Source: an optimization exercise on an open RTL-to-GDS flow (aim: small area, a short achievable clock period and few clock cycles). Production flows keep margins and buffers that such runs may drop.
Where RTL was checked, it was by simulation tests only, not by an equivalence proof against the original.

==> flow/design.v (excerpt) <==
module alu_arbiter #(
  parameter int MUL_LAT = 3
) (
  input  logic        clk,
  input  logic        reset,
  input  logic        i_reqA_valid,
  input  logic        i_reqB_valid,
  output logic        o_reqA_ready,
  output logic        o_reqB_ready,
  input  logic [31:0] i_reqA_op1,
  input  logic [31:0] i_reqA_op2,
  input  logic [31:0] i_reqB_op1,
  input  logic [31:0] i_reqB_op2,
  input  logic [3:0]  i_reqA_sel,
  input  logic [3:0]  i_reqB_sel,
  output logic        o_rsp_valid,
  input  logic        i_rsp_ready,
  output logic        o_rsp_id,
  output logic [31:0] o_rsp_data,
  output logic        o_rsp_zflag,
  output logic        o_busy
);
For scale: about 2,500 cells after synthesis, about 180 I/O pins.
clock: 9.5 ns
lec_check: 0
abc_area: 1
abc_clock_period_in_ps: 4700
cap_margin: 20
core_margin: 2
core_utilization: 40
setup_slack_margin: 4.8
slew_margin: 20
standard.sh (not shown) runs the stock make flow with config.mk's settings and CLKGATE_MAP_FILE= SYNTH_SCRIPT=/design/flow/synth_recipe.tcl, a recipe that flattens the netlist after the stock synthesis.
==> flow/flow/run.sh <==
#!/bin/bash
# Standard ORFS layout with two changes:
#  - after the standard synthesis, polarity.py removes inverters (it picks the
#    polarity of each full adder and XOR gate, both of which can absorb an
#    inversion, and splits half adders whose inputs are both inverted);
#    registers, ports and all other cells are unchanged;
#  - the port buffers are buf_1 cells (the resizer may upsize them) instead
#    of the default delay-buffer cell.
set -euo pipefail
R=orfs/results/${FLOW_PLATFORM}/alu_arbiter/base
bash standard.sh synth > log_synth.txt 2>&1
python3 flow/polarity.py $R/1_2_yosys.v $R/1_2_yosys.pol.v > log_polarity.txt 2>&1
mv $R/1_2_yosys.pol.v $R/1_2_yosys.v
rm -f $R/1_synth.odb $R/1_synth.sdc
bash standard.sh BUFFER_PORTS_ARGS="-buffer_cell sky130_fd_sc_hd__buf_1" finish > log_layout.txt 2>&1
Other scripts of this flow, unchanged in this note and not shown: flow/flow/polarity.py
Testbench counts at the start, summed over its fixed seeds: cycles 2,416.
Next try:
--- a/flow/design.v
+++ b/flow/design.v
@@ -26,21 +26,16 @@
   logic [3:0]  sel;
   logic        is_mul, is_add, is_sub, is_and, is_or, is_slt;
   logic [31:0] ax, ay;
   logic [15:0] d_one, d_two, d_neg;
   logic        v1, id1;      
   logic        pick;         
   logic        qa, qb;       
   logic [31:0] ma;           
-  logic [31:0] ma_n;         
-  logic [15:0] bo_n, bt_n;   
-  assign ma = ~ma_n;
-  assign bo = ~bo_n;
-  assign bt = ~bt_n;
   logic [31:0] ay1;          
   logic        cin1;         
   logic [15:0] bo, bt, bn;   
   logic        v2, id2;      
   logic        cin2;
   assign cap_b   = v1 ? ~id1 : pick;
   assign cap_v   = cap_b ? i_reqB_valid : i_reqA_valid;
   assign stall        = v2 & ~i_rsp_ready;
@@ -88,21 +83,21 @@
       qb <= cap_v & cap_b;
       pick <= v1 ? id1 : ~pick;
       if (accept) last_b <= id1;
       if (!stall) v2 <= accept;
     end
   end
   always_ff @(posedge clk) begin
     id1  <= cap_b;
-    ma_n <= ~ax;
+    ma   <= ax;
     ay1  <= ay;
     cin1 <= is_sub;
-    bo_n <= ~d_one;
-    bt_n <= ~d_two;
+    bo   <= d_one;
+    bt   <= d_two;
     bn   <= d_neg;
   end
   wire pp0_0 = (bo[0] & ma[0]) ^ bn[0];
   wire pp0_1 = ((bo[0] & ma[1]) | (bt[0] & ma[0])) ^ bn[0];
   wire pp0_2 = ((bo[0] & ma[2]) | (bt[0] & ma[1])) ^ bn[0];
   wire pp0_3 = ((bo[0] & ma[3]) | (bt[0] & ma[2])) ^ bn[0];
   wire pp0_4 = ((bo[0] & ma[4]) | (bt[0] & ma[3])) ^ bn[0];
   wire pp0_5 = ((bo[0] & ma[5]) | (bt[0] & ma[4])) ^ bn[0];
@@ -910,24 +905,24 @@
   logic rp13;
   logic rg13;
   logic rp14;
   logic rg14;
   logic rp15;
   logic rg15;
   logic rp16;
   logic rg16;
-  logic r17_0;
-  logic r17_1;
-  logic r18_0;
-  logic r18_1;
-  logic r19_0;
-  logic r19_1;
-  logic r20_0;
-  logic r20_1;
+  logic rp17;
+  logic rg17;
+  logic rp18;
+  logic rg18;
+  logic rp19;
+  logic rg19;
+  logic rp20;
+  logic rg20;
   logic r21_0;
   logic r21_1;
   logic r22_0;
   logic r22_1;
   logic r23_0;
   logic r23_1;
   logic r24_0;
   logic r24_1;
@@ -979,24 +974,24 @@
       rp13 <= tc414 ^ ts415;
       rg13 <= tc414 & ts415;
       rp14 <= tc416 ^ ts417;
       rg14 <= tc416 & ts417;
       rp15 <= tc418 ^ ts419;
       rg15 <= tc418 & ts419;
       rp16 <= tc420 ^ ts421;
       rg16 <= tc420 & ts421;
-      r17_0 <= tc422;
-      r17_1 <= ts423;
-      r18_0 <= tc424;
-      r18_1 <= ts425;
-      r19_0 <= tc426;
-      r19_1 <= ts427;
-      r20_0 <= tc428;
-      r20_1 <= ts429;
+      rp17 <= tc422 ^ ts423;
+      rg17 <= tc422 & ts423;
+      rp18 <= tc424 ^ ts425;
+      rg18 <= tc424 & ts425;
+      rp19 <= tc426 ^ ts427;
+      rg19 <= tc426 & ts427;
+      rp20 <= tc428 ^ ts429;
+      rg20 <= tc428 & ts429;
       r21_0 <= tc430;
       r21_1 <= ts431;
       r22_0 <= tc432;
       r22_1 <= ts433;
       r23_0 <= tc434;
       r23_1 <= ts435;
       r24_0 <= tc436;
       r24_1 <= ts437;
@@ -1047,24 +1042,24 @@
   assign p[13] = rp13;
   assign g[13] = rg13;
   assign p[14] = rp14;
   assign g[14] = rg14;
   assign p[15] = rp15;
   assign g[15] = rg15;
   assign p[16] = rp16;
   assign g[16] = rg16;
-  assign p[17] = r17_0 ^ r17_1;
-  assign g[17] = r17_0 & r17_1;
-  assign p[18] = r18_0 ^ r18_1;
-  assign g[18] = r18_0 & r18_1;
-  assign p[19] = r19_0 ^ r19_1;
-  assign g[19] = r19_0 & r19_1;
-  assign p[20] = r20_0 ^ r20_1;
-  assign g[20] = r20_0 & r20_1;
+  assign p[17] = rp17;
+  assign g[17] = rg17;
+  assign p[18] = rp18;
+  assign g[18] = rg18;
+  assign p[19] = rp19;
+  assign g[19] = rg19;
+  assign p[20] = rp20;
+  assign g[20] = rg20;
   assign p[21] = r21_0 ^ r21_1;
   assign g[21] = r21_0 & r21_1;
   assign p[22] = r22_0 ^ r22_1;
   assign g[22] = r22_0 & r22_1;
   assign p[23] = r23_0 ^ r23_1;
   assign g[23] = r23_0 & r23_1;
   assign p[24] = r24_0 ^ r24_1;
   assign g[24] = r24_0 & r24_1;
Result: The new run finished with timing, DRC and antenna clean; register-to-register slack degrades by 60 ps; hold slack improves by 5.2 ps; worst setup slack degrades by 3.2 ps; maximum frequency stays flat; global-route usage goes up by 2.2 points; sequential share of layout area goes down by 0.28 points; clock-buffer cell count goes down by 1; non-clock buffer count is unchanged; area after synthesis goes up slightly; core utilization barely changes.
No functional check of the RTL was part of the second run of this note.

## static timing again, ports no longer ideal
In the flow no input, the clock included, has a driving cell. The finished layouts below were timed again as built, in two steps.
Step 1 assumes that a clkbuf_16 drives the clock port and a buf_2 every other input.
Step 2 adds t to the input delays and takes it off the output delays; t is the mean of the earliest and latest rising clock arrival at the registers after step 1. Input paths then give back, and output paths get back, about the clock's delay inside the block.
a / b / c = ideal / step 1 / step 2; a / b = the first two.
| run | t, ns | setup slack, ns | worst hold slack (ns) | worst setup path at the end | clock arrival spread, ns |
|---|---|---|---|---|---|
| the first run | 0.514 | 4.889 / 4.866 / 4.866 | 0.469 / 0.469 / 0.469 | input to output | 0.012 / 0.013 |
| the second run | 0.527 | 4.886 / 4.863 / 4.863 | 0.474 / 0.474 / 0.474 | input to output | 0.018 / 0.018 |
After both steps setup and hold are still met in every run listed.
